Source: an optimization exercise on an open RTL-to-GDS flow (aim: small area, a short achievable clock period and few clock cycles). Production flows keep margins and buffers that such runs may drop.
At most, simulation tests tie the RTL to the original design; equivalence was not proved.
For run 2, only the layout was checked, not whether the RTL still works.
Power is estimated from default activity; no workload was simulated.

==> design/flow/design.v <==
package dbbs_pkg;
  localparam int DK = 2;
  localparam int MK = 2;
  localparam int CK = 1;
  localparam logic signed [23:0] S24_MAX = 24'sh7FFFFF;
  localparam logic signed [23:0] S24_MIN = 24'sh800000;
  localparam logic [19:0]        COUNT_MAX = 20'hFFFFF;
  localparam logic signed [19:0] PI_Q16 = 20'sd205887;
  localparam logic signed [25:0] TX_Q8  = 26'sd44800;
  localparam logic signed [25:0] TY_Q8  = 26'sd84099;
  localparam logic signed [25:0] TZ_Q8  = 26'sd179456;
  localparam logic [19:0] FOCAL_X_RST  = 20'd153600;
  localparam logic [19:0] FOCAL_Y_RST  = 20'd153600;
  localparam logic [19:0] CENTER_X_RST = 20'd163840;
  localparam logic [19:0] CENTER_Y_RST = 20'd92160;
  localparam logic [2:0] KIND_POINT  = 3'd0;
  localparam logic [2:0] KIND_MIN    = 3'd1;
  localparam logic [2:0] KIND_MAX    = 3'd2;
  localparam logic [2:0] KIND_CENTRE = 3'd3;
  localparam logic [2:0] KIND_DIR    = 3'd4;
  function automatic logic signed [23:0] sat24(input logic signed [25:0] v);
    if (v > 26'sd8388607) sat24 = S24_MAX;
    else if (v < -26'sd8388608) sat24 = S24_MIN;
    else sat24 = v[23:0];
  endfunction
endpackage
import dbbs_pkg::*;
module dbbs_bp (
  input  logic               clk,
  input  logic               rst_n,
  input  logic               go,
  input  logic               in_valid,
  output logic               in_ready,
  input  logic [11:0]        in_col,
  input  logic [11:0]        in_row,
  input  logic [15:0]        in_dep,
  input  logic               in_last,
  input  logic [19:0]        fx,
  input  logic [19:0]        fy,
  input  logic [19:0]        cx,
  input  logic [19:0]        cy,
  input  logic signed [12:0] bl,
  input  logic signed [12:0] bt,
  input  logic signed [12:0] br,
  input  logic signed [12:0] bb,
  output logic               o_v,
  output logic               o_kept,
  output logic               o_last,
  output logic signed [23:0] o_x,
  output logic signed [23:0] o_y,
  output logic [11:0]        o_dep
);
  localparam int NS = 23;        
  localparam int SW = 18;        
  logic        en_a, en_b, en_c;
  wire [NS:0]  en_i;
  logic        a_v, a_last;
  logic [11:0] a_col, a_row;
  logic [15:0] a_dep;
  assign en_a     = !a_v || en_b;
  assign in_ready = en_a;
  always_ff @(posedge clk) begin
    if (!rst_n) a_v <= 1'b0;
    else if (en_a) a_v <= in_valid;
    if (en_a) begin
      a_col  <= in_col;
      a_row  <= in_row;
      a_dep  <= in_dep;
      a_last <= in_last;
    end
  end
  logic        keep;
  logic [20:0] dpx, dnx, dpy, dny;
  assign keep = ($signed({1'b0, a_col}) >= bl) && ($signed({1'b0, a_col}) < br) &&
                ($signed({1'b0, a_row}) >= bt) && ($signed({1'b0, a_row}) < bb) &&
                (a_col < 12'd1280) && (a_row < 12'd720) &&
                (a_dep != 16'd0) && (a_dep <= 16'd3000);
  assign dpx = {1'b0, a_col, 8'b0} - {1'b0, cx};
  assign dnx = {1'b0, cx} - {1'b0, a_col, 8'b0};
  assign dpy = {1'b0, a_row, 8'b0} - {1'b0, cy};
  assign dny = {1'b0, cy} - {1'b0, a_row, 8'b0};
  logic        b_v, b_kept, b_last, b_nx, b_ny;
  logic [11:0] b_dep;
  logic [19:0] b_mx, b_my;
  assign en_b = !b_v || en_c;
  always_ff @(posedge clk) begin
    if (!rst_n) b_v <= 1'b0;
    else if (en_b) b_v <= a_v && (keep || a_last);
    if (en_b) begin
      b_kept <= keep;
      b_last <= a_last;
      b_dep  <= a_dep[11:0];
      b_nx   <= dnx[20];
      b_ny   <= dny[20];
      b_mx   <= dnx[20] ? dpx[19:0] : dnx[19:0];
      b_my   <= dny[20] ? dpy[19:0] : dny[19:0];
    end
  end
  logic        c_v;
  logic [SW-1:0] c_sd;
  logic [31:0] c_px, c_py;
  assign en_c = !c_v || en_i[0];
  always_ff @(posedge clk) begin
    if (!rst_n) c_v <= 1'b0;
    else if (en_c) c_v <= b_v;
    if (en_c) begin
      c_sd <= {b_kept, b_last, b_dep, b_nx, b_ny, 2'b00};
      c_px <= b_mx * b_dep;
      c_py <= b_my * b_dep;
    end
  end
  wire [NS:0]          v_i;
  wire [NS:0][SW-1:0]  sd_i;
  wire [NS:0][19:0]    rx_i, ry_i;
  wire [NS:0][22:0]    qx_i, qy_i;
  assign v_i[0]  = c_v;
  assign sd_i[0] = {c_sd[SW-1:2], {3'b0, c_px[31:15]} >= fx, {3'b0, c_py[31:15]} >= fy};
  assign rx_i[0] = {3'b0, c_px[31:15]};
  assign ry_i[0] = {3'b0, c_py[31:15]};
  assign qx_i[0] = {c_px[14:0], 8'b0};
  assign qy_i[0] = {c_py[14:0], 8'b0};
  for (genvar s = 0; s < NS; s++) begin : g_step
    logic [20:0] rsx, rsy;
    logic [21:0] tx, ty;
    logic [19:0] nrx, nry;
    logic [22:0] nqx, nqy;
    assign rsx = {rx_i[s], qx_i[s][22]};
    assign rsy = {ry_i[s], qy_i[s][22]};
    dbbs_sub #(.N(21)) u_sx (.a(rsx), .b({1'b0, fx}), .d(tx));
    dbbs_sub #(.N(21)) u_sy (.a(rsy), .b({1'b0, fy}), .d(ty));
    assign nrx = tx[21] ? rsx[19:0] : tx[19:0];
    assign nry = ty[21] ? rsy[19:0] : ty[19:0];
    assign nqx = {qx_i[s][21:0], ~tx[21]};
    assign nqy = {qy_i[s][21:0], ~ty[21]};
    if (((s + 1) % DK == 0) || (s == NS - 1)) begin : g_reg
      logic          v_q;
      logic [SW-1:0] sd_q;
      logic [19:0]   rx_q, ry_q;
      logic [22:0]   qx_q, qy_q;
      assign en_i[s] = !v_q || en_i[s+1];
      always_ff @(posedge clk) begin
        if (!rst_n) v_q <= 1'b0;
        else if (en_i[s]) v_q <= v_i[s];
        if (en_i[s]) begin
          sd_q <= sd_i[s];
          rx_q <= nrx;
          ry_q <= nry;
          qx_q <= nqx;
          qy_q <= nqy;
        end
      end
      assign v_i[s+1]  = v_q;
      assign sd_i[s+1] = sd_q;
      assign rx_i[s+1] = rx_q;
      assign ry_i[s+1] = ry_q;
      assign qx_i[s+1] = qx_q;
      assign qy_i[s+1] = qy_q;
    end else begin : g_wire
      assign en_i[s]   = en_i[s+1];
      assign v_i[s+1]  = v_i[s];
      assign sd_i[s+1] = sd_i[s];
      assign rx_i[s+1] = nrx;
      assign ry_i[s+1] = nry;
      assign qx_i[s+1] = nqx;
      assign qy_i[s+1] = nqy;
    end
  end
  logic        f_nx, f_ny, f_sx, f_sy;
  logic [22:0] f_qx, f_qy;
  assign {o_kept, o_last, o_dep, f_nx, f_ny, f_sx, f_sy} = sd_i[NS];
  assign o_v  = v_i[NS];
  assign en_i[NS] = go;
  assign f_qx = qx_i[NS];
  assign f_qy = qy_i[NS];
  assign o_x  = f_sx ? (f_nx ? S24_MIN : S24_MAX) :
                (f_nx ? -$signed({1'b0, f_qx}) : $signed({1'b0, f_qx}));
  assign o_y  = f_sy ? (f_ny ? S24_MIN : S24_MAX) :
                (f_ny ? -$signed({1'b0, f_qy}) : $signed({1'b0, f_qy}));
endmodule
import dbbs_pkg::*;
module dbbs_cordic (
  input  logic               clk,
  input  logic               load,
  input  logic               step,
  input  logic [3:0]         it,
  input  logic signed [24:0] y_in,
  input  logic signed [24:0] x_in,
  output logic signed [23:0] angle
);
  localparam int XW = 26;
  logic signed [XW-1:0] x_r, y_r;
  logic signed [19:0]   z_r;
  logic                 zero_r;
  wire [CK:0][XW-1:0] xc, yc;
  wire [CK:0][19:0]   zc;
  assign xc[0] = x_r;
  assign yc[0] = y_r;
  assign zc[0] = z_r;
  for (genvar j = 0; j < CK; j++) begin : g_it
    logic [3:0]           i;
    logic signed [XW-1:0] xs, ys;
    logic [15:0]          at;
    assign i  = it + 4'(j);
    assign xs = $signed(xc[j]) >>> i;
    assign ys = $signed(yc[j]) >>> i;
    assign at =
      (i == 4'd0)  ? 16'd51472 :
      (i == 4'd1)  ? 16'd30386 :
      (i == 4'd2)  ? 16'd16055 :
      (i == 4'd3)  ? 16'd8150 :
      (i == 4'd4)  ? 16'd4091 :
      (i == 4'd5)  ? 16'd2047 :
      (i == 4'd6)  ? 16'd1024 :
      (i == 4'd7)  ? 16'd512 :
      (i == 4'd8)  ? 16'd256 :
      (i == 4'd9)  ? 16'd128 :
      (i == 4'd10) ? 16'd64 :
      (i == 4'd11) ? 16'd32 :
      (i == 4'd12) ? 16'd16 :
      (i == 4'd13) ? 16'd8 :
      (i == 4'd14) ? 16'd4 :
                     16'd2;
    assign xc[j+1] = yc[j][XW-1] ? $signed(xc[j]) - ys : $signed(xc[j]) + ys;
    assign yc[j+1] = yc[j][XW-1] ? $signed(yc[j]) + xs : $signed(yc[j]) - xs;
    assign zc[j+1] = yc[j][XW-1] ? $signed(zc[j]) - $signed({4'b0, at})
                                 : $signed(zc[j]) + $signed({4'b0, at});
  end
  always_ff @(posedge clk) begin
    if (load) begin
      zero_r <= (x_in == '0) && (y_in == '0);
      if (x_in < 0) begin
        z_r <= (y_in >= 0) ? PI_Q16 : -PI_Q16;
        x_r <= -(XW'(x_in));
        y_r <= -(XW'(y_in));
      end else begin
        z_r <= '0;
        x_r <= XW'(x_in);
        y_r <= XW'(y_in);
      end
    end else if (step) begin
      x_r <= xc[CK];
      y_r <= yc[CK];
      z_r <= zc[CK];
    end
  end
  logic signed [20:0] zr;
  assign zr    = (21'(z_r) + (y_r[XW-1] ? 21'sd2 : 21'sd6)) >>> 3;
  assign angle = zero_r ? 24'sd0 : 24'(zr);
endmodule
import dbbs_pkg::*;
module dbbs_robot (
  input  logic               zero,
  input  logic               n_even,
  input  logic [43:0]        ax,
  input  logic [43:0]        ay,
  input  logic [43:0]        az,
  output logic signed [23:0] rx,
  output logic signed [23:0] ry,
  output logic signed [23:0] rz
);
  logic               cx, cy;
  logic signed [25:0] vx, vz;
  logic signed [24:0] vy;
  assign cx = n_even && (ax[43:24] == 20'd0) && (ax[23:0] <= 24'h800000);
  assign cy = n_even && (ay[43:24] == 20'd0) && (ay[23:0] <= 24'h800000);
  assign vx = $signed({2'b0, ax[23:0]}) + (26'sd44800 - 26'sd8388608) - $signed({25'b0, cx});
  assign vz = (26'sd179456 + 26'sd8388608) - $signed({2'b0, ay[23:0]}) + $signed({25'b0, cy});
  assign vy = $signed({1'b0, az[23:0]}) - 25'sd84099;
  assign rx = zero ? 24'sd0 : dbbs_pkg::sat24(vx);
  assign rz = zero ? 24'sd0 : dbbs_pkg::sat24(vz);
  assign ry = zero ? 24'sd0 : vy[23:0];
endmodule
import dbbs_pkg::*;
module dbbs_mdiv (
  input  logic [43:0] s_in,
  input  logic [19:0] n,
  output logic [43:0] s_out
);
  wire [MK:0][43:0] sc;
  assign sc[0] = s_in;
  for (genvar j = 0; j < MK; j++) begin : g_st
    logic [20:0] rs;
    logic [21:0] t;
    assign rs = sc[j][43:23];
    dbbs_sub #(.N(21)) u_s (.a(rs), .b({1'b0, n}), .d(t));
    assign sc[j+1] = {t[21] ? rs[19:0] : t[19:0], sc[j][22:0], ~t[21]};
  end
  assign s_out = sc[MK];
endmodule
module dbbs_sub #(parameter int N = 21) (
  input  logic [N-1:0] a,
  input  logic [N-1:0] b,
  output logic [N:0]   d
);
  localparam int L = $clog2(N);
  logic [N-1:0] g0, p0;
  assign g0 = a & ~b;
  assign p0 = a ^ ~b;
  wire [L:0][N-1:0] G, P;
  assign G[0] = {g0[N-1:1], g0[0] | p0[0]};
  assign P[0] = p0;
  for (genvar l = 0; l < L; l++) begin : g_lv
    for (genvar i = 0; i < N; i++) begin : g_b
      if (((i >> l) & 1) == 1) begin : g_m
        localparam int J = ((i >> l) << l) - 1;
        assign G[l+1][i] = G[l][i] | (P[l][i] & G[l][J]);
        assign P[l+1][i] = P[l][i] & P[l][J];
      end else begin : g_p
        assign G[l+1][i] = G[l][i];
        assign P[l+1][i] = P[l][i];
      end
    end
  end
  assign d[0]     = ~p0[0];
  assign d[N-1:1] = p0[N-1:1] ^ G[L][N-2:0];
  assign d[N]     = ~G[L][N-1];
endmodule
import dbbs_pkg::*;
module depth_box_backprojection_stats_core #(
  parameter int IMAGE_WIDTH  = 1280,
  parameter int IMAGE_HEIGHT = 720,
  parameter int MAX_DEPTH_MM = 3000
) (
  input  logic       clk,
  input  logic       rst_n,
  input  logic               in_valid,
  output logic               in_ready,
  input  logic [11:0]        in_pixel_col,
  input  logic [11:0]        in_pixel_row,
  input  logic [15:0]        in_depth_mm,
  input  logic               in_last_pixel,
  output logic               out_valid,
  input  logic               out_ready,
  output logic [2:0]         out_result_kind,
  output logic signed [23:0] out_value_x,
  output logic signed [23:0] out_value_y,
  output logic signed [23:0] out_value_z,
  output logic [19:0]        out_point_count,
  output logic               out_last_result,
  input  logic               cfg_valid,
  output logic               cfg_ready,
  input  logic [2:0]         cfg_index,
  input  logic [19:0]        cfg_data
);
  localparam logic [1:0] PH_DIV  = 2'd0;
  localparam logic [1:0] PH_ROB  = 2'd1;
  localparam logic [1:0] PH_COR  = 2'd2;
  localparam logic [1:0] PH_DONE = 2'd3;
  logic [19:0]        fx_r, fy_r, cx_r, cy_r;
  logic signed [12:0] bl_r, bt_r, br_r, bb_r;
  logic [19:0]        cfg_f;
  assign cfg_ready = 1'b1;
  assign cfg_f     = (cfg_data == 20'd0) ? 20'd1 : cfg_data;
  always_ff @(posedge clk) begin
    if (!rst_n) begin
      fx_r <= FOCAL_X_RST;
      fy_r <= FOCAL_Y_RST;
      cx_r <= CENTER_X_RST;
      cy_r <= CENTER_Y_RST;
      bl_r <= '0;
      bt_r <= '0;
      br_r <= '0;
      bb_r <= '0;
    end else if (cfg_valid) begin
      case (cfg_index)
        3'd0: fx_r <= cfg_f;
        3'd1: fy_r <= cfg_f;
        3'd2: cx_r <= cfg_data;
        3'd3: cy_r <= cfg_data;
        3'd4: bl_r <= cfg_data[12:0];
        3'd5: bt_r <= cfg_data[12:0];
        3'd6: br_r <= cfg_data[12:0];
        default: bb_r <= cfg_data[12:0];
      endcase
    end
  end
  logic ov_r, fe_busy, room, adv;
  logic p_v;
  assign room = !ov_r || out_ready;
  assign adv  = room && !fe_busy;
  logic               p_kept, p_last;
  logic signed [23:0] p_x, p_y;
  logic [11:0]        p_dep;
  dbbs_bp u_bp (
    .clk      (clk),
    .rst_n    (rst_n),
    .go       (adv),
    .in_valid (in_valid),
    .in_ready (in_ready),
    .in_col   (in_pixel_col),
    .in_row   (in_pixel_row),
    .in_dep   (in_depth_mm),
    .in_last  (in_last_pixel),
    .fx       (fx_r),
    .fy       (fy_r),
    .cx       (cx_r),
    .cy       (cy_r),
    .bl       (bl_r),
    .bt       (bt_r),
    .br       (br_r),
    .bb       (bb_r),
    .o_v      (p_v),
    .o_kept   (p_kept),
    .o_last   (p_last),
    .o_x      (p_x),
    .o_y      (p_y),
    .o_dep    (p_dep)
  );
  logic pt_push, fe_start;
  assign pt_push  = adv && p_v && p_kept;
  assign fe_start = adv && p_v && p_last;
  logic signed [23:0] mnx_r, mny_r, mxx_r, mxy_r;
  logic [11:0]        mnd_r, mxd_r;
  logic [43:0]        sx_r, sy_r, sz_r;
  logic [19:0]        cnt_r, cnt_inc;
  logic               cnt_z;
  assign cnt_inc = (cnt_r == COUNT_MAX) ? cnt_r : cnt_r + 20'd1;
  assign cnt_z   = cnt_r == 20'd0;
  logic [1:0]         ph_r;
  logic [3:0]         dc_r;
  logic [1:0]         fo_r;
  logic signed [23:0] rx_r, ry_r, rz_r;
  logic               cen_rdy, dir_rdy, fe_push, fe_last;
  logic [43:0]        sx_d, sy_d, sz_d;
  logic signed [23:0] rx_c, ry_c, rz_c;
  logic signed [23:0] yaw, pitch;
  assign cen_rdy = ph_r >= PH_COR;
  assign dir_rdy = ph_r == PH_DONE;
  assign fe_push = fe_busy && room &&
                   (!fo_r[1] || (fo_r == 2'd2 && cen_rdy) || (fo_r == 2'd3 && dir_rdy));
  assign fe_last = fe_push && fo_r == 2'd3;
  dbbs_mdiv u_mdx (.s_in(sx_r), .n(cnt_r), .s_out(sx_d));
  dbbs_mdiv u_mdy (.s_in(sy_r), .n(cnt_r), .s_out(sy_d));
  dbbs_mdiv u_mdz (.s_in(sz_r), .n(cnt_r), .s_out(sz_d));
  dbbs_robot u_rob (
    .zero   (cnt_z),
    .n_even (!cnt_r[0]),
    .ax     (sx_r),
    .ay     (sy_r),
    .az     (sz_r),
    .rx     (rx_c),
    .ry     (ry_c),
    .rz     (rz_c)
  );
  logic cor_load, cor_step;
  logic [3:0] cor_it;
  assign cor_load = fe_busy && ph_r == PH_ROB;
  assign cor_step = fe_busy && ph_r == PH_COR;
  assign cor_it   = 4'(dc_r * CK);
  dbbs_cordic u_yaw (
    .clk   (clk),
    .load  (cor_load),
    .step  (cor_step),
    .it    (cor_it),
    .y_in  (25'(rx_c)),
    .x_in  (25'(rz_c)),
    .angle (yaw)
  );
  dbbs_cordic u_pitch (
    .clk   (clk),
    .load  (cor_load),
    .step  (cor_step),
    .it    (cor_it),
    .y_in  (-(25'(ry_c))),
    .x_in  (25'(rz_c)),
    .angle (pitch)
  );
  always_ff @(posedge clk) begin
    if (!rst_n) begin
      fe_busy <= 1'b0;
      ph_r    <= PH_DIV;
      dc_r    <= '0;
      fo_r    <= '0;
    end else if (fe_start) begin
      fe_busy <= 1'b1;
      ph_r    <= PH_DIV;
      dc_r    <= '0;
      fo_r    <= '0;
    end else if (fe_busy) begin
      if (fe_push) fo_r <= fo_r + 2'd1;
      if (fe_last) fe_busy <= 1'b0;
      case (ph_r)
        PH_DIV: begin
          dc_r <= dc_r + 4'd1;
          if (dc_r == 4'(24 / MK - 1)) ph_r <= PH_ROB;
        end
        PH_ROB: begin
          ph_r <= PH_COR;
          dc_r <= '0;
        end
        PH_COR: begin
          dc_r <= dc_r + 4'd1;
          if (dc_r == 4'(15 / CK - 1)) ph_r <= PH_DONE;
        end
        default: ;
      endcase
    end
  end
  always_ff @(posedge clk) begin
    if (fe_busy && ph_r == PH_ROB) begin
      rx_r <= rx_c;
      ry_r <= ry_c;
      rz_r <= rz_c;
    end
  end
  always_ff @(posedge clk) begin
    if (!rst_n || fe_last) begin
      mnx_r <= S24_MAX;
      mny_r <= S24_MAX;
      mxx_r <= S24_MIN;
      mxy_r <= S24_MIN;
      mnd_r <= 12'hFFF;
      mxd_r <= 12'h000;
      sx_r  <= '0;
      sy_r  <= '0;
      sz_r  <= '0;
      cnt_r <= '0;
    end else if (pt_push) begin
      if (p_x < mnx_r) mnx_r <= p_x;
      if (p_y < mny_r) mny_r <= p_y;
      if (p_x > mxx_r) mxx_r <= p_x;
      if (p_y > mxy_r) mxy_r <= p_y;
      if (p_dep < mnd_r) mnd_r <= p_dep;
      if (p_dep > mxd_r) mxd_r <= p_dep;
      if (cnt_r != COUNT_MAX) begin
        sx_r  <= sx_r + {20'b0, ~p_x[23], p_x[22:0]} + {43'b0, cnt_r[0]};
        sy_r  <= sy_r + {20'b0, ~p_y[23], p_y[22:0]} + {43'b0, cnt_r[0]};
        sz_r  <= sz_r + {24'b0, p_dep, 8'b0} + {43'b0, cnt_r[0]};
        cnt_r <= cnt_r + 20'd1;
      end
    end else if (fe_busy && ph_r == PH_DIV) begin
      sx_r <= sx_d;
      sy_r <= sy_d;
      sz_r <= sz_d;
    end
  end
  logic [2:0]         ok_r;
  logic signed [23:0] ox_r, oy_r, oz_r;
  logic [19:0]        oc_r;
  logic               ol_r;
  always_ff @(posedge clk) begin
    if (!rst_n) ov_r <= 1'b0;
    else if (pt_push || fe_push) ov_r <= 1'b1;
    else if (out_ready) ov_r <= 1'b0;
    if (pt_push) begin
      ok_r <= KIND_POINT;
      ox_r <= p_x;
      oy_r <= p_y;
      oz_r <= {4'b0, p_dep, 8'b0};
      oc_r <= cnt_inc;
      ol_r <= 1'b0;
    end else if (fe_push) begin
      oc_r <= cnt_r;
      ol_r <= fe_last;
      case (fo_r)
        2'd0: begin
          ok_r <= KIND_MIN;
          ox_r <= mnx_r;
          oy_r <= mny_r;
          oz_r <= cnt_z ? S24_MAX : {4'b0, mnd_r, 8'b0};
        end
        2'd1: begin
          ok_r <= KIND_MAX;
          ox_r <= mxx_r;
          oy_r <= mxy_r;
          oz_r <= cnt_z ? S24_MIN : {4'b0, mxd_r, 8'b0};
        end
        2'd2: begin
          ok_r <= KIND_CENTRE;
          ox_r <= rx_r;
          oy_r <= ry_r;
          oz_r <= rz_r;
        end
        default: begin
          ok_r <= KIND_DIR;
          ox_r <= yaw;
          oy_r <= pitch;
          oz_r <= '0;
        end
      endcase
    end
  end
  assign out_valid       = ov_r;
  assign out_result_kind = ok_r;
  assign out_value_x     = ox_r;
  assign out_value_y     = oy_r;
  assign out_value_z     = oz_r;
  assign out_point_count = oc_r;
  assign out_last_result = ol_r;
endmodule
==> design/flow/run.sh <==
#!/bin/bash
# synth_recipe.tcl (not shown) runs the flow's synth.tcl, then flattens the netlist and writes it again
# the make line also repeats each setting of config.mk as NAME=value (left out here)
make -C /OpenROAD-flow-scripts/flow DESIGN_CONFIG=/design/flow/config.mk WORK_HOME=/design/flow/orfs CLKGATE_MAP_FILE= SYNTH_SCRIPT=/design/flow/synth_recipe.tcl finish
==> design/flow/config.mk <==
export PLATFORM = sky130hd
export DESIGN_NAME = depth_box_backprojection_stats_core
export DESIGN_NICKNAME = depth_box_backprojection_stats_core
export VERILOG_FILES = /design/flow/design.v
export SDC_FILE = /design/flow/constraint.sdc
export NUM_CORES = 4
export LEC_CHECK = 0
export CAP_MARGIN = 20
export CORE_MARGIN = 2
export CORE_UTILIZATION = 40
export SETUP_SLACK_MARGIN = 3.5
export SLEW_MARGIN = 20
==> design/flow/constraint.sdc <==
create_clock -name core_clock -period 10.5 [get_ports {clk}]
set_input_delay 2.1000 -clock core_clock [delete_from_list [all_inputs] [get_ports {clk}]]
set_output_delay 2.1000 -clock core_clock [all_outputs]
set_load 0.01 [all_outputs]
==> summary.txt, run 1 <==
Status
  – Status: timing/DRC/antenna clean

Route
  – Post-DR vias/cell: 5.62
  – Initial DRT Pass Iterations: 8
  – Initial detailed-routing violation count: 9701
  – Detailed-route via count: 126k
  – DR WL/cell: 20.8 um
  – DRC: 0
  – Routed WL: 468000 um
  – Antenna-violating nets left: 0

Min path
  – HP Class: register to register
  – Hold wc startpoint: u_bp.g_step[13].g_reg.sd_q[7]
  – Worst hold path depth: 0

Pwr
  – Pleak: 0.0728 uW
  – Cell Pwr Density: 307 nW/um^2
  – Switching share of total power: 0.401
  – Pint: 33600 uW
  – Maximum VDD drop: 0.361 mV
  – Gate power share: 0.614
  – NetSw: 22500 uW
  – Final Power: 56100 uW
  – Clock power frac: 0.152
  – Sequential share of power: 0.234

Timing
  – Fin Setup TNS: 0 ps
  – Max-slew violations: 0
  – RSZ-0062 raised after global routing: true
  – Period utilisation layout: 0.655
  – Fmax: 145 MHz
  – Hold Worst Slack: 366 ps
  – Minimum clock period after layout: 6870 ps
  – Skew final: 85.8 ps
  – Setup Viol. Count Final: 0
  – Slew @ Worst Pin: 1200 ps
  – Normalized max-slew margin: 0.202
  – Hold Fails Final Rpt: 0

Critical path
  – CP required: 8400 ps
  – Critical Path Stages: 13
  – Critical Path AT: 4770 ps
  – FF-to-FF Start: fx_r[1]
  – CP bufs+invs: 3
  – Worst Setup End Kind: output pin
  – R2R depth: 29
  – CP Launch Point: out_ready
  – Setup Crit Path Kind: primary input to output pin
  – Most frequent CP cell: and3_4
  – Slowest-stage cell, CP: clkdlybuf4s50_1
  – Critical-path cell list: clkdlybuf4s50_1 > nand2b_4 > a21boi_4 > and3_4 > nand2_8 > nor2_4 > and3_4 > clkinvlp_4 > nor2_4 > and2_4 > and3_4 > nand3_4 > buf_2
  – Largest stage delay, worst path: 400 ps
  – Critical path's top delay family: simple AND/OR/NAND/NOR gates
  – Startpoint types: primary input
  – Maximum fanout along the worst path: 12

Yosys
  – Largest area contributor in the netlist: edfxtp_1
  – Mean Syn Cell Area: 9.76 um^2
  – Synth area leaders: edfxtp_1 (29%), ha_1 (13%), fa_1 (7.6%)
  – Main synth FF type: edfxtp_1
  – Mapped Cells: 16.6k
  – YS warnings: 4
  – Yosys reg bits: 1984
  – Library cells used by synthesis: 122
  – Seq/Total Area, Yosys: 0.341
  – Post-synth EDFFs: 1539
  – Fraction of registers with async set/reset: 0
  – Post-synth top area share: 0.286
  – Synth Cell Area: 162000 um^2

Floorplan
  – Initial Utilization: 0.402
  – Chip Height: 640 um
  – Die ar.: 410000 um^2
  – FP Rows: 233
  – # IOs: 168
  – DIE WIDTH: 640 um
  – Core area: 403000 um^2

Global route
  – First-pass GRT wire length: 717000 um
  – Pin count of the biggest net entering global routing: 99
  – Vias in the first global route: 122k
  – Gr ovfl total: 0
  – GRT Util Overall: 0.222
  – Antenna violations before repair: 32

Finish
  – Cell Count, Final, Fillers Out: 22.4k
  – Nets@finish: 19.1k
  – Layout cells sized above 1: 0.119
  – Share of the core filled with cells: 0.453
  – Area grow syn2layout: 12.8%
  – Filler cell count: 38.3k

Clock network
  – TritonCTS clock tree: done
  – CTS H-Tree Depth: 4
  – Root buffer cell: clkbuf_16
  – CTS Buffer Depth: 4
  – CTS Buf Count: 235
  – Clock sinks: 1984
  – Clock Latency Late Sink: 970 ps
  – CTS clk-pin slew, worst paths: 60 ps

Placed design
  – Port buffer count: 166
  – Placed Cells: 21.8k
  – Hpwl dp: 341000 um
  – RePlAce Congestion: 0.952

Job
  – Maxcap violations: 0
-- placed cells by master (no fill, tap or decap), types with 164 or more instances in the layout --
cell type and count:
o21ai_0 729, edfxtp_1 1539, nand3_1 310, dfxtp_1 431
buf_4 408, clkbuf_16 240, a21o_1 309, ha_1 1599
nor2_1 1263, and2_1 299, fa_1 605, nand2b_1 170
a21boi_0 166, nand2_1 1450, xnor2_1 621, a21oi_1 1061
xor2_1 440, inv_1 1121, o21a_1 250, mux2_2 487
clkdlybuf4s50_1 164, nor2b_1 172, nor3_1 386
-- layer usage --
layer | part of all wire | track usage | vias to the layer above
met2 | 0.47 | 0.370 | 3376
met3 | 0.058 | 0.0266 | 740
li1 | - | - | 60600
met1 | 0.43 | 0.293 | 61500
met4 | 0.043 | 0.0838 | 12
met5 | 0.00014 | 0 | -
-- final timing paths --
check / to / slack, ps
max reg2reg: u_bp.g_step[21].g_reg.rx_q[8] / 3680
min reg2reg: u_bp.g_step[15].g_reg.sd_q[7] / 370
min: u_bp.g_step[15].g_reg.sd_q[7] / 370
max: in_ready / 3630
-- synth_stat cells, drive strengths merged, types with 122 or more instances --
cell type / count
ha: 1621
edfxtp: 1539
nand2: 1470
nor2: 1279
inv: 1158
a21oi: 1083
o21ai: 806
xnor2: 623
fa: 617
clkbuf: 527
mux2: 511
dfxtp: 445
xor2: 441
nor3: 401
nand3: 313
a21o: 310
and2: 309
o21a: 250
a21boi: 177
nor2b: 174
nand2b: 173
a211oi: 167
or3: 155
o211ai: 149
mux2i: 142
a31oi: 139
buf: 128
and3: 122
-- cell families after synthesis --
logic type	after synthesis	share of synthesized area
AND/OR/NAND/NOR	4825	0.141
AO/OA/AOI/OAI	3885	0.156
adder cells (fa/ha/maj)	2238	0.202
flip-flops	1984	0.341
buffers and inverters	1824	0.0431
XOR/XNOR	1064	0.0577
multiplexers	759	0.0591
other	2	0.0000464
-- state kept, by name, indices dropped and copies added, names as in the netlist, 32 cells and up --
register	flops
sx_r	44
sy_r	44
sz_r	44
u_bp.c_px	32
u_bp.c_py	32
u_bp.g_step.g_reg.qx_q	204
u_bp.g_step.g_reg.qy_q	204
u_bp.g_step.g_reg.rx_q	220
u_bp.g_step.g_reg.ry_q	220
u_bp.g_step.g_reg.sd_q	216
-- power by group through the flow --
stage               Combinational, uW  Clock [uW]  Sequential (uW)
floorplan                       26200           0            12700
global placement                30900           0            13200
detailed placement              31600           0            13300
CTS                             33200        8740            13100
global route                    39000        9000            13300
finish                          34500        8530            13100
-- area by class of cell --
cell class / count / area (um^2) / area share
Clock buffer: 291 / 6260 / 0.0343
Timing Repair Buffer: 642 / 5750 / 0.0315
Tap cell: 5405 / 6760 / 0.0370
Sequential cell: 1984 / 55200 / 0.302
Clock inverter: 149 / 1710 / 0.00935
Inverter: 1169 / 4530 / 0.0248
Antenna cell: 3 / 7.51 / 0.0000411
Timing Repair inverter: 2 / 8.76 / 0.0000480
Multi-Input combinational cell: 12800 / 102000 / 0.561
-- through the flow --
| stage | worst slack [ps] | instance area [um^2] |
|---|---|---|
| floorplan | 2770 | 163000 |
| global placement | 1320 | 171000 |
| detailed placement | 1250 | 171000 |
| CTS | 3450 | 180000 |
| global route | 3420 | 183000 |
| finish | 3630 | 183000 |
-- what timing repair did --
| item | 4_1_cts | 5_1_grt |
|---|---|---|
| pin swaps | 39 | 133 |
| setup endpoints to repair | 560 | 558 |
| cloned | 20 | 18 |
| buffers inserted | 88 | 106 |
| gates resized for setup | 212 | 248 |
| hold buffers | 0 | 0 |
Testbench counts, summed over its fixed seeds: cycles 3,346.
==> inputs of run 2 (changes only) <==
--- a/design/flow/design.v
+++ b/design/flow/design.v
@@ -374,11 +374,10 @@
       endcase
     end
   end
-  logic ov_r, fe_busy, room, adv;
-  logic p_v;
-  assign room = !ov_r || out_ready;
-  assign adv  = room && !fe_busy;
+  logic fe_busy, adv, p_v, pt_valid, fe_valid;
+  assign adv = !fe_busy && (!p_kept || out_ready);
   logic               p_kept, p_last;
+  logic               pt_push, fe_start;
   logic signed [23:0] p_x, p_y;
   logic [11:0]        p_dep;
   dbbs_bp u_bp (
@@ -406,8 +405,8 @@
     .o_y      (p_y),
     .o_dep    (p_dep)
   );
-  logic pt_push, fe_start;
-  assign pt_push  = adv && p_v && p_kept;
+  assign pt_valid = p_v && p_kept && !fe_busy;
+  assign pt_push  = pt_valid && out_ready;
   assign fe_start = adv && p_v && p_last;
   logic signed [23:0] mnx_r, mny_r, mxx_r, mxy_r;
   logic [11:0]        mnd_r, mxd_r;
@@ -426,8 +425,9 @@
   logic signed [23:0] yaw, pitch;
   assign cen_rdy = ph_r >= PH_COR;
   assign dir_rdy = ph_r == PH_DONE;
-  assign fe_push = fe_busy && room &&
-                   (!fo_r[1] || (fo_r == 2'd2 && cen_rdy) || (fo_r == 2'd3 && dir_rdy));
+  assign fe_valid = fe_busy &&
+                    (!fo_r[1] || (fo_r == 2'd2 && cen_rdy) || (fo_r == 2'd3 && dir_rdy));
+  assign fe_push  = fe_valid && out_ready;
   assign fe_last = fe_push && fo_r == 2'd3;
   dbbs_mdiv u_mdx (.s_in(sx_r), .n(cnt_r), .s_out(sx_d));
   dbbs_mdiv u_mdy (.s_in(sy_r), .n(cnt_r), .s_out(sy_d));
@@ -534,57 +534,44 @@
       sz_r <= sz_d;
     end
   end
-  logic [2:0]         ok_r;
-  logic signed [23:0] ox_r, oy_r, oz_r;
-  logic [19:0]        oc_r;
-  logic               ol_r;
-  always_ff @(posedge clk) begin
-    if (!rst_n) ov_r <= 1'b0;
-    else if (pt_push || fe_push) ov_r <= 1'b1;
-    else if (out_ready) ov_r <= 1'b0;
-    if (pt_push) begin
-      ok_r <= KIND_POINT;
-      ox_r <= p_x;
-      oy_r <= p_y;
-      oz_r <= {4'b0, p_dep, 8'b0};
-      oc_r <= cnt_inc;
-      ol_r <= 1'b0;
-    end else if (fe_push) begin
-      oc_r <= cnt_r;
-      ol_r <= fe_last;
+  always_comb begin
+    out_valid       = pt_valid || fe_valid;
+    out_point_count = cnt_r;
+    out_last_result = 1'b0;
+    if (!fe_busy) begin
+      out_result_kind = KIND_POINT;
+      out_value_x     = p_x;
+      out_value_y     = p_y;
+      out_value_z     = {4'b0, p_dep, 8'b0};
+      out_point_count = cnt_inc;
+    end else begin
       case (fo_r)
         2'd0: begin
-          ok_r <= KIND_MIN;
-          ox_r <= mnx_r;
-          oy_r <= mny_r;
-          oz_r <= cnt_z ? S24_MAX : {4'b0, mnd_r, 8'b0};
+          out_result_kind = KIND_MIN;
+          out_value_x     = mnx_r;
+          out_value_y     = mny_r;
+          out_value_z     = cnt_z ? S24_MAX : {4'b0, mnd_r, 8'b0};
         end
         2'd1: begin
-          ok_r <= KIND_MAX;
-          ox_r <= mxx_r;
-          oy_r <= mxy_r;
-          oz_r <= cnt_z ? S24_MIN : {4'b0, mxd_r, 8'b0};
+          out_result_kind = KIND_MAX;
+          out_value_x     = mxx_r;
+          out_value_y     = mxy_r;
+          out_value_z     = cnt_z ? S24_MIN : {4'b0, mxd_r, 8'b0};
         end
         2'd2: begin
-          ok_r <= KIND_CENTRE;
-          ox_r <= rx_r;
-          oy_r <= ry_r;
-          oz_r <= rz_r;
+          out_result_kind = KIND_CENTRE;
+          out_value_x     = rx_r;
+          out_value_y     = ry_r;
+          out_value_z     = rz_r;
         end
         default: begin
-          ok_r <= KIND_DIR;
-          ox_r <= yaw;
-          oy_r <= pitch;
-          oz_r <= '0;
+          out_result_kind = KIND_DIR;
+          out_value_x     = yaw;
+          out_value_y     = pitch;
+          out_value_z     = '0;
+          out_last_result = 1'b1;
         end
       endcase
     end
   end
-  assign out_valid       = ov_r;
-  assign out_result_kind = ok_r;
-  assign out_value_x     = ox_r;
-  assign out_value_y     = oy_r;
-  assign out_value_z     = oz_r;
-  assign out_point_count = oc_r;
-  assign out_last_result = ol_r;
 endmodule
--- a/design/flow/config.mk
+++ b/design/flow/config.mk
@@ -7,6 +7,6 @@
 export LEC_CHECK = 0
 export CAP_MARGIN = 20
 export CORE_MARGIN = 2
-export CORE_UTILIZATION = 40
+export CORE_UTILIZATION = 55
 export SETUP_SLACK_MARGIN = 3.5
 export SLEW_MARGIN = 20
==> run 2 against run 1 <==
Effect of this change:
- still clean on timing, DRC and antenna
- worst setup slack lost 120 ps
- routed wire length is 5.2% higher
- critical path depth down 3
- clock skew down 10 ps
- critical endpoint is now out_value_z[11]
- non-clock buffer count grew 49
- global-route usage is 10 points higher
- maximum frequency shrank 1.7%
- clock power decreased by 4.9%
- via count is 2.3% higher
- highest routed layer unchanged
- sequential share of layout area down 0.77 points
- largest cell class unchanged
- synthesized cell count shrank 0.39%
==> summary.txt, run 2 <==
Finish
  – Nets@finish: 19.1k
  – Most frequent cells in the layout: nand2_1 (1663), ha_1 (1589), edfxtp_1 (1459), nor2_1 (1235), inv_1 (1132)
  – Multi-input gate area: 102000 um^2
  – Layout cells sized above 1: 0.125
  – Post-Layout Inst Area: 178000 um^2
  – Area grow syn2layout: 12.1%
  – Cell Count, Final, Fillers Out: 20.8k
  – Commonest non-fill, non-tap cell in the layout: nand2_1
  – Filler cell count: 23.7k
  – Largest registers: u_bp.g_step.g_reg.rx_q x220, u_bp.g_step.g_reg.ry_q x220, u_bp.g_step.g_reg.sd_q x216
  – Seq. cell area: 52400 um^2
  – Share of the core filled with cells: 0.619

Timing
  – Hold Fails Final Rpt: 0
  – Max-slew violations: 0
  – Setup Viol. Count Final: 0
  – Slew @ Worst Pin: 1220 ps
  – RSZ-0062 raised after global routing: true
  – Minimum clock period after layout: 6990 ps
  – Fmax: 143 MHz
  – Hold Worst Slack: 365 ps
  – Period utilisation layout: 0.666
  – Normalized max-slew margin: 0.183
  – Skew final: 75.8 ps
  – Fin Setup TNS: 0 ps

Yosys
  – Library cells used by synthesis: 108
  – Mean Syn Cell Area: 9.62 um^2
  – Synth Cell Area: 159000 um^2
  – Synth area leaders: edfxtp_1 (28%), ha_1 (13%), fa_1 (7.8%)
  – Yosys reg bits: 1887
  – Post-synth EDFFs: 1459
  – Post-synth top area share: 0.276
  – Largest area contributor in the netlist: edfxtp_1
  – Top-count cell post-synth: nand2_1
  – Mapped Cells: 16.5k
  – Commonest cells post-synth: nand2_1 (1686), ha_1 (1621), edfxtp_1 (1459), nor2_1 (1254), inv_1 (1173)
  – YS warnings: 4
  – Main synth FF type: edfxtp_1
  – Fraction of registers with async set/reset: 0
  – Seq/Total Area, Yosys: 0.330

Route
  – DR WL/cell: 23.7 um
  – DRC: 0
  – Routed WL: 492000 um
  – Initial DRT Pass Iterations: 8
  – Post-DR vias/cell: 6.21
  – Antenna-violating nets left: 0
  – Initial detailed-routing violation count: 10.9k
  – Detailed-route via count: 129k

Clock network
  – CTS clk-pin slew, worst paths: 60 ps
  – TritonCTS clock tree: done
  – Clock sinks: 1887
  – Hold-fix buffers, CTS: 0
  – CTS Buf Count: 221
  – Clock Latency Late Sink: 950 ps
  – CTS Buffer Depth: 4
  – CTS H-Tree Depth: 4
  – Root buffer cell: clkbuf_16

Critical path
  – Worst Setup End Kind: output pin
  – CP required: 8400 ps
  – R2R depth: 26
  – Startpoint types: register
  – Reg2reg setup slack: 3630 ps
  – Maximum fanout along the worst path: 22
  – FF-to-FF Start: fx_r[1]
  – Critical Path AT: 4890 ps
  – Setup Crit Path Kind: register to output pin
  – Worst reg2reg path endpoint: u_bp.g_step[21].g_reg.rx_q[7]

Placed design
  – Placed Cells: 20.1k
  – Port buffer count: 166
  – Cell area after placement: 166000 um^2
  – RePlAce Congestion: 0.970
  – Hpwl dp: 364000 um

Min path
  – Worst hold path depth: 0
  – HP Class: register to register
  – Hold wc startpoint: u_bp.g_step[19].g_reg.sd_q[1]
  – Hold Path End: u_bp.g_step[21].g_reg.sd_q[1]

Job
  – Maxcap violations: 0

Floorplan
  – Core area: 288000 um^2
  – DIE WIDTH: 542 um
  – # IOs: 168
  – Chip Height: 542 um
  – Initial Utilization: 0.552
  – FP Rows: 197
  – Die ar.: 293000 um^2

Global route
  – Vias in the first global route: 128k
  – Pin count of the biggest net entering global routing: 91
  – Antenna violations before repair: 19
  – First-pass GRT wire length: 745000 um
  – Gr ovfl total: 0
  – GRT Util Overall: 0.326

Status
  – Status: timing/DRC/antenna clean

Pwr
  – Maximum VDD drop: 0.642 mV
  – Cell Pwr Density: 321 nW/um^2
  – Pleak: 0.0731 uW
run 2: power by group:
group	internal (uW)	switching (uW)	total, uW
clock	4700	3410	8110
sequential	11700	1200	12900
combinational	17000	19100	36100
total	33400	23700	57100
run 2: area by class of cell:
type,instances,share of cell area
diodes,12,0.000169
clock buffers,274,0.0337
clock inverters,142,0.00924
inverters,1185,0.0257
multi-input cells,12800,0.575
flip-flops and latches,1887,0.294
well taps,3781,0.0266
repair buffers,691,0.0347
repair inverters,7,0.000267
run 2: timing repair:
action,CTS,global route
pin swaps,34,120
setup endpoints to repair,690,604
gates cloned,19,18
gates resized for setup,233,289
setup buffers,83,163
run 2: logic make-up after synthesis:
kind of cell,after synthesis,share of synthesized area
AOI/OAI and AO/OA,3900,0.159
DFF,1887,0.330
xor gates and xnor gates,1106,0.0610
other,2,0.0000473
and+or+nand+nor,4742,0.138
adders and majority gates,2240,0.205
buffers and inverters,1837,0.0439
muxes,803,0.0627
run 2: worst max path at each step:
stage                          from                              to  slack, ps  cells after the start
after floorplan           out_ready                        in_ready       3240                     11
after CTS                 out_ready                        in_ready       3300                     13
final                      cnt_r[0]                 out_value_z[11]       3510                     10
after detailed placement  out_ready                        in_ready       1520                     13
after global placement    out_ready                        in_ready       1600                     13
after global routing        fy_r[1]  u_bp.g_step[17].g_reg.ry_q[17]       3370                     29
run 2: metrics by stage:
step | setup WS, ps | total power [uW]
finish | 3510 | 57100
global route | 3370 | 61800
CTS | 3300 | 55500
detailed placement | 1520 | 46200
global placement | 1600 | 44600
floorplan | 3240 | 39000
run 2: routing by layer:
metal,GRT usage,share of wire,wire [um]
met5,0,0.000043,21
met2,0.537,0.47,230000
met1,0.415,0.41,200000
met4,0.183,0.063,31200
met3,0.0390,0.065,31800
run 2: critical path, cell delays in order (launching register included):
cell and delay (ps):
dfxtp_1 330, buf_4 180, inv_1 160, ha_1 260, nor4b_2 180, nand4_1 240, or2_4 410, and2_1 510
a222oi_1 210, o22ai_1 770, clkdlybuf4s50_1 700
==> inputs of run 3 (changes only) <==
--- a/design/flow/design.v
+++ b/design/flow/design.v
@@ -52,44 +52,30 @@
 );
   localparam int NS = 23;        
   localparam int SW = 18;        
-  logic        en_a, en_b, en_c;
+  logic        en_b, en_c;
   wire [NS:0]  en_i;
-  logic        a_v, a_last;
-  logic [11:0] a_col, a_row;
-  logic [15:0] a_dep;
-  assign en_a     = !a_v || en_b;
-  assign in_ready = en_a;
-  always_ff @(posedge clk) begin
-    if (!rst_n) a_v <= 1'b0;
-    else if (en_a) a_v <= in_valid;
-    if (en_a) begin
-      a_col  <= in_col;
-      a_row  <= in_row;
-      a_dep  <= in_dep;
-      a_last <= in_last;
-    end
-  end
   logic        keep;
   logic [20:0] dpx, dnx, dpy, dny;
-  assign keep = ($signed({1'b0, a_col}) >= bl) && ($signed({1'b0, a_col}) < br) &&
-                ($signed({1'b0, a_row}) >= bt) && ($signed({1'b0, a_row}) < bb) &&
-                (a_col < 12'd1280) && (a_row < 12'd720) &&
-                (a_dep != 16'd0) && (a_dep <= 16'd3000);
-  assign dpx = {1'b0, a_col, 8'b0} - {1'b0, cx};
-  assign dnx = {1'b0, cx} - {1'b0, a_col, 8'b0};
-  assign dpy = {1'b0, a_row, 8'b0} - {1'b0, cy};
-  assign dny = {1'b0, cy} - {1'b0, a_row, 8'b0};
+  assign keep = ($signed({1'b0, in_col}) >= bl) && ($signed({1'b0, in_col}) < br) &&
+                ($signed({1'b0, in_row}) >= bt) && ($signed({1'b0, in_row}) < bb) &&
+                (in_col < 12'd1280) && (in_row < 12'd720) &&
+                (in_dep != 16'd0) && (in_dep <= 16'd3000);
+  assign dpx = {1'b0, in_col, 8'b0} - {1'b0, cx};
+  assign dnx = {1'b0, cx} - {1'b0, in_col, 8'b0};
+  assign dpy = {1'b0, in_row, 8'b0} - {1'b0, cy};
+  assign dny = {1'b0, cy} - {1'b0, in_row, 8'b0};
   logic        b_v, b_kept, b_last, b_nx, b_ny;
   logic [11:0] b_dep;
   logic [19:0] b_mx, b_my;
-  assign en_b = !b_v || en_c;
+  assign en_b     = !b_v || en_c;
+  assign in_ready = en_b;
   always_ff @(posedge clk) begin
     if (!rst_n) b_v <= 1'b0;
-    else if (en_b) b_v <= a_v && (keep || a_last);
+    else if (en_b) b_v <= in_valid && (keep || in_last);
     if (en_b) begin
       b_kept <= keep;
-      b_last <= a_last;
-      b_dep  <= a_dep[11:0];
+      b_last <= in_last;
+      b_dep  <= in_dep[11:0];
       b_nx   <= dnx[20];
       b_ny   <= dny[20];
       b_mx   <= dnx[20] ? dpx[19:0] : dnx[19:0];
@@ -132,7 +118,7 @@
     assign nry = ty[21] ? rsy[19:0] : ty[19:0];
     assign nqx = {qx_i[s][21:0], ~tx[21]};
     assign nqy = {qy_i[s][21:0], ~ty[21]};
-    if (((s + 1) % DK == 0) || (s == NS - 1)) begin : g_reg
+    if ((s + 1) % DK == 0) begin : g_reg
       logic          v_q;
       logic [SW-1:0] sd_q;
       logic [19:0]   rx_q, ry_q;
@@ -167,15 +153,31 @@
   end
   logic        f_nx, f_ny, f_sx, f_sy;
   logic [22:0] f_qx, f_qy;
-  assign {o_kept, o_last, o_dep, f_nx, f_ny, f_sx, f_sy} = sd_i[NS];
-  assign o_v  = v_i[NS];
-  assign en_i[NS] = go;
+  logic signed [23:0] f_x, f_y;
+  logic        o_v_q;
+  logic [13:0] o_sd_q;
+  logic signed [23:0] o_x_q, o_y_q;
+  assign {f_nx, f_ny, f_sx, f_sy} = sd_i[NS][3:0];
   assign f_qx = qx_i[NS];
   assign f_qy = qy_i[NS];
-  assign o_x  = f_sx ? (f_nx ? S24_MIN : S24_MAX) :
+  assign f_x  = f_sx ? (f_nx ? S24_MIN : S24_MAX) :
                 (f_nx ? -$signed({1'b0, f_qx}) : $signed({1'b0, f_qx}));
-  assign o_y  = f_sy ? (f_ny ? S24_MIN : S24_MAX) :
+  assign f_y  = f_sy ? (f_ny ? S24_MIN : S24_MAX) :
                 (f_ny ? -$signed({1'b0, f_qy}) : $signed({1'b0, f_qy}));
+  assign en_i[NS] = !o_v_q || go;
+  always_ff @(posedge clk) begin
+    if (!rst_n) o_v_q <= 1'b0;
+    else if (en_i[NS]) o_v_q <= v_i[NS];
+    if (en_i[NS]) begin
+      o_sd_q <= sd_i[NS][SW-1:4];
+      o_x_q  <= f_x;
+      o_y_q  <= f_y;
+    end
+  end
+  assign o_v = o_v_q;
+  assign {o_kept, o_last, o_dep} = o_sd_q;
+  assign o_x = o_x_q;
+  assign o_y = o_y_q;
 endmodule
 import dbbs_pkg::*;
 module dbbs_cordic (
@@ -413,7 +415,8 @@
   logic [43:0]        sx_r, sy_r, sz_r;
   logic [19:0]        cnt_r, cnt_inc;
   logic               cnt_z;
-  assign cnt_inc = (cnt_r == COUNT_MAX) ? cnt_r : cnt_r + 20'd1;
+  logic [19:0] cnt_inc_r;
+  assign cnt_inc = cnt_inc_r;
   assign cnt_z   = cnt_r == 20'd0;
   logic [1:0]         ph_r;
   logic [3:0]         dc_r;
@@ -515,6 +518,7 @@
       sy_r  <= '0;
       sz_r  <= '0;
       cnt_r <= '0;
+      cnt_inc_r <= 20'd1;
     end else if (pt_push) begin
       if (p_x < mnx_r) mnx_r <= p_x;
       if (p_y < mny_r) mny_r <= p_y;
@@ -526,7 +530,8 @@
         sx_r  <= sx_r + {20'b0, ~p_x[23], p_x[22:0]} + {43'b0, cnt_r[0]};
         sy_r  <= sy_r + {20'b0, ~p_y[23], p_y[22:0]} + {43'b0, cnt_r[0]};
         sz_r  <= sz_r + {24'b0, p_dep, 8'b0} + {43'b0, cnt_r[0]};
-        cnt_r <= cnt_r + 20'd1;
+        cnt_r <= cnt_inc_r;
+        if (cnt_inc_r != COUNT_MAX) cnt_inc_r <= cnt_inc_r + 20'd1;
       end
     end else if (fe_busy && ph_r == PH_DIV) begin
       sx_r <= sx_d;
--- a/design/flow/config.mk
+++ b/design/flow/config.mk
@@ -7,6 +7,6 @@
 export LEC_CHECK = 0
 export CAP_MARGIN = 20
 export CORE_MARGIN = 2
-export CORE_UTILIZATION = 55
+export CORE_UTILIZATION = 45
 export SETUP_SLACK_MARGIN = 3.5
 export SLEW_MARGIN = 20
==> run 3 against run 2 <==
Effect of this change:
- critical path depth grew 17
- still clean on timing, DRC and antenna
- global-route usage shrank 8.1 points
- synthesized cell count grew 0.20%
- maximum frequency grew 2.4%
==> summary.txt, run 3 <==
Status
  – Status: timing/DRC/antenna clean

Timing
  – Fmax: 146 MHz
  – Hold Worst Slack: 395 ps
  – Setup Viol. Count Final: 0
  – Normalized max-slew margin: 0.292
  – Hold Fails Final Rpt: 0
  – Period utilisation layout: 0.651
  – Fin Setup TNS: 0 ps
  – Setup ws final: 3670 ps
  – Max-slew violations: 0
  – Minimum clock period after layout: 6830 ps
  – Skew final: 61.8 ps
  – RSZ-0062 raised after global routing: true
  – Slew @ Worst Pin: 1060 ps

Clock network
  – CTS Buf Count: 220
  – Clock Latency Late Sink: 940 ps
  – CTS clk-pin slew, worst paths: 60 ps
  – Clock sinks: 1863
  – Root buffer cell: clkbuf_16
  – CTS Buffer Depth: 4
  – Hold-fix buffers, CTS: 0
  – TritonCTS clock tree: done
  – CTS H-Tree Depth: 4

Yosys
  – Combinational family with the most area after synthesis: adder cells
  – Library cells used by synthesis: 120
  – Post-synthesis compound-gate area fraction: 0.163
  – Mapped Cells: 16.6k
  – Seq/Total Area, Yosys: 0.325
  – Mean Syn Cell Area: 9.58 um^2
  – Post-synth top area share: 0.268
  – Synth Area in Simple Gates: 0.143
  – Top-count cell post-synth: nand2_1
  – Largest area contributor in the netlist: edfxtp_1
  – YS warnings: 4
  – Mux cell area share after synthesis: 0.0603
  – Synth area leaders: edfxtp_1 (27%), ha_1 (13%), fa_1 (7.8%)
  – Main synth FF type: edfxtp_1
  – Fraction of registers with async set/reset: 0
  – Adder-cell area share of the yosys netlist: 0.206
  – Synth Area in XOR/XNOR: 0.0586
  – Post-synth EDFFs: 1416
  – Synth Cell Area: 158000 um^2
  – Commonest cells post-synth: nand2_1 (1654), ha_1 (1620), edfxtp_1 (1416), nor2_1 (1261), inv_1 (1139)
  – Yosys reg bits: 1863

Global route
  – Pin count of the biggest net entering global routing: 130
  – First-pass GRT wire length: 693000 um
  – GRT Util Overall: 0.244
  – Antenna violations before repair: 17
  – Vias in the first global route: 120k
  – Gr ovfl total: 0

Floorplan
  – FP Rows: 217
  – Die ar.: 357000 um^2
  – Chip Height: 597 um
  – DIE WIDTH: 597 um
  – # IOs: 168
  – Initial Utilization: 0.453
  – Core area: 350000 um^2

Route
  – Routed WL: 450000 um
  – Initial DRT Pass Iterations: 9
  – Initial detailed-routing violation count: 9342
  – Antenna-violating nets left: 0
  – Detailed-route via count: 125k
  – DRC: 0
  – DR WL/cell: 20.9 um
  – Post-DR vias/cell: 5.81

Placed design
  – Placed Cells: 20.9k
  – Pre-CTS setup slack: 1810 ps
  – Hpwl dp: 327000 um
  – RePlAce Congestion: 0.912
  – Port buffer count: 166
  – Cell area after placement: 166000 um^2

Critical path
  – Startpoint types: register
  – Critical Path AT: 7500 ps
  – CP required: 11170 ps
  – Worst Setup End Kind: register
  – Setup Crit Path Kind: register to register
  – Maximum fanout along the worst path: 14

Finish
  – Post-Layout Inst Area: 177000 um^2
  – Largest registers: u_bp.g_step.g_reg.rx_q x220, u_bp.g_step.g_reg.ry_q x220, u_bp.g_step.g_reg.sd_q x198
  – Nets@finish: 19.1k
  – Most frequent cells in the layout: nand2_1 (1634), ha_1 (1599), edfxtp_1 (1416), nor2_1 (1250), inv_1 (1112)
  – Commonest non-fill, non-tap cell in the layout: nand2_1
  – Area grow syn2layout: 12.0%
  – Layout cells sized above 1: 0.113
  – Cell Count, Final, Fillers Out: 21.5k
  – Filler cell count: 32.1k

Pwr
  – Maximum VDD drop: 0.432 mV
  – Pleak: 0.0725 uW
  – Cell Pwr Density: 313 nW/um^2

Min path
  – HP Class: register to register

Job
  – Maxcap violations: 0
[run 3: kinds of logic after synthesis]
| logic type | count (synthesis) |
|---|---|
| adders and majority gates | 2237 |
| DFF | 1863 |
| other | 2 |
| muxes | 756 |
| xor gates and xnor gates | 1061 |
| and+or+nand+nor | 4833 |
| buffers and inverters | 1826 |
| AOI/OAI and AO/OA | 3972 |
[run 3: worst paths after layout]
kind                                               startpoint                       endpoint  slack [ps]  depth (start not counted)
worst min-delay path            u_bp.g_step[11].g_reg.qx_q[7]  u_bp.g_step[13].g_reg.qx_q[9]         400                          0
worst min register to register  u_bp.g_step[11].g_reg.qx_q[7]  u_bp.g_step[13].g_reg.qx_q[9]         400                          0
worst max register to register                        fx_r[3]  u_bp.g_step[11].g_reg.rx_q[3]        3670                         27
worst max-delay path                                  fx_r[3]  u_bp.g_step[11].g_reg.rx_q[3]        3670                         27
[run 3: power by group]
group	internal, uW	total [uW]	switching (uW)
Combinational	16800	34600	17800
Sequential	11500	13000	1420
Clock	4650	7990	3350
Total	33000	55600	22500
[run 3: what timing repair did]
item,in CTS,in global routing
resized for setup,150,216
cloned,9,26
pin swaps,24,121
endpoints found under the setup margin,609,572
buffers inserted,71,149
[run 3: metal layers]
metal  vias to the layer above  track usage  part of all wire  wire length (um)
met2                      3190        0.406              0.47            210000
met5                         -            0          0.000029                13
li1                      60300            -                 -                 -
met4                         2       0.0894             0.041             18400
met3                       739       0.0266             0.051             23100
met1                     60900        0.328              0.44            198000
[run 3: layout make-up]
class	instances	area [um^2]	area share
repair buffers	628	5730	0.0323
clock inverters	118	1370	0.00771
flip-flops and latches	1863	51500	0.290
clock buffers	292	6040	0.0340
multi-input cells	12900	103000	0.578
well taps	4599	5750	0.0324
repair inverters	3	15.0	0.0000846
diodes	4	10.0	0.0000564
inverters	1155	4450	0.0251
[run 3: critical path, cell delays in order, from the launching register on]
cell	delay, ps
dfxtp_1	440
clkinvlp_4	190
buf_4	250
ha_1	340
a21o_1	210
a2111oi_4	100
nor4_1	290
a21oi_1	120
a21oi_2	220
a41oi_2	180
a21o_1	230
o31ai_4	350
buf_4	220
mux2_2	360
ha_1	330
o2111a_1	170
a211oi_4	280
a21oi_2	110
a41o_1	290
o211ai_1	280
a21boi_2	120
o21ai_2	230
a2111oi_4	130
o21a_4	260
a211oi_4	220
buf_6	160
clkbuf_16	150
mux2_2	320
[run 3: stage by stage]
step / total power (uW) / utilization
floorplan: 38700 / -
CTS: 53900 / 0.500
finish: 55600 / 0.507
global placement: 44400 / 0.475
global route: 60700 / 0.507
detailed placement: 45000 / 0.475
Testbench counts of run 3, summed over its fixed seeds: cycles 3,330.

## port drivers added, routing unchanged
No port has a modelled driver above. Below, the same layouts with a new extraction and two added sets of constraints.
Step 1 assumes that a clkbuf_16 drives the clock port and a buf_2 every other input.
Step 2 moves the port delays by t, midway between the first and last clock arrival at a register: inputs arrive t later, outputs are due t later. That takes back most of the time a late clock gives input paths.
a / b / c = ideal / step 1 / step 2; a / b = the first two.
| run | shift t [ns] | setup WS [ns] | worst hold slack (ns) | worst register clock-pin slew, ns |
|---|---|---|---|---|
| run 1 | 1.036 | 3.626 / 3.605 / 3.605 | 0.366 / 0.366 / 0.366 | 0.07 / 0.07 |
| run 2 | 1.010 | 3.505 / 3.407 / 3.539 | 0.365 / 0.365 / 0.365 | 0.07 / 0.07 |
| run 3 | 1.012 | 3.670 / 3.639 / 3.670 | 0.395 / 0.395 / 0.395 | 0.07 / 0.07 |
After both steps every run listed still meets setup and hold. For run 1, which loses most, drivers alone change the setup slack by -0.021 ns; drivers and shift together by -0.021 ns.
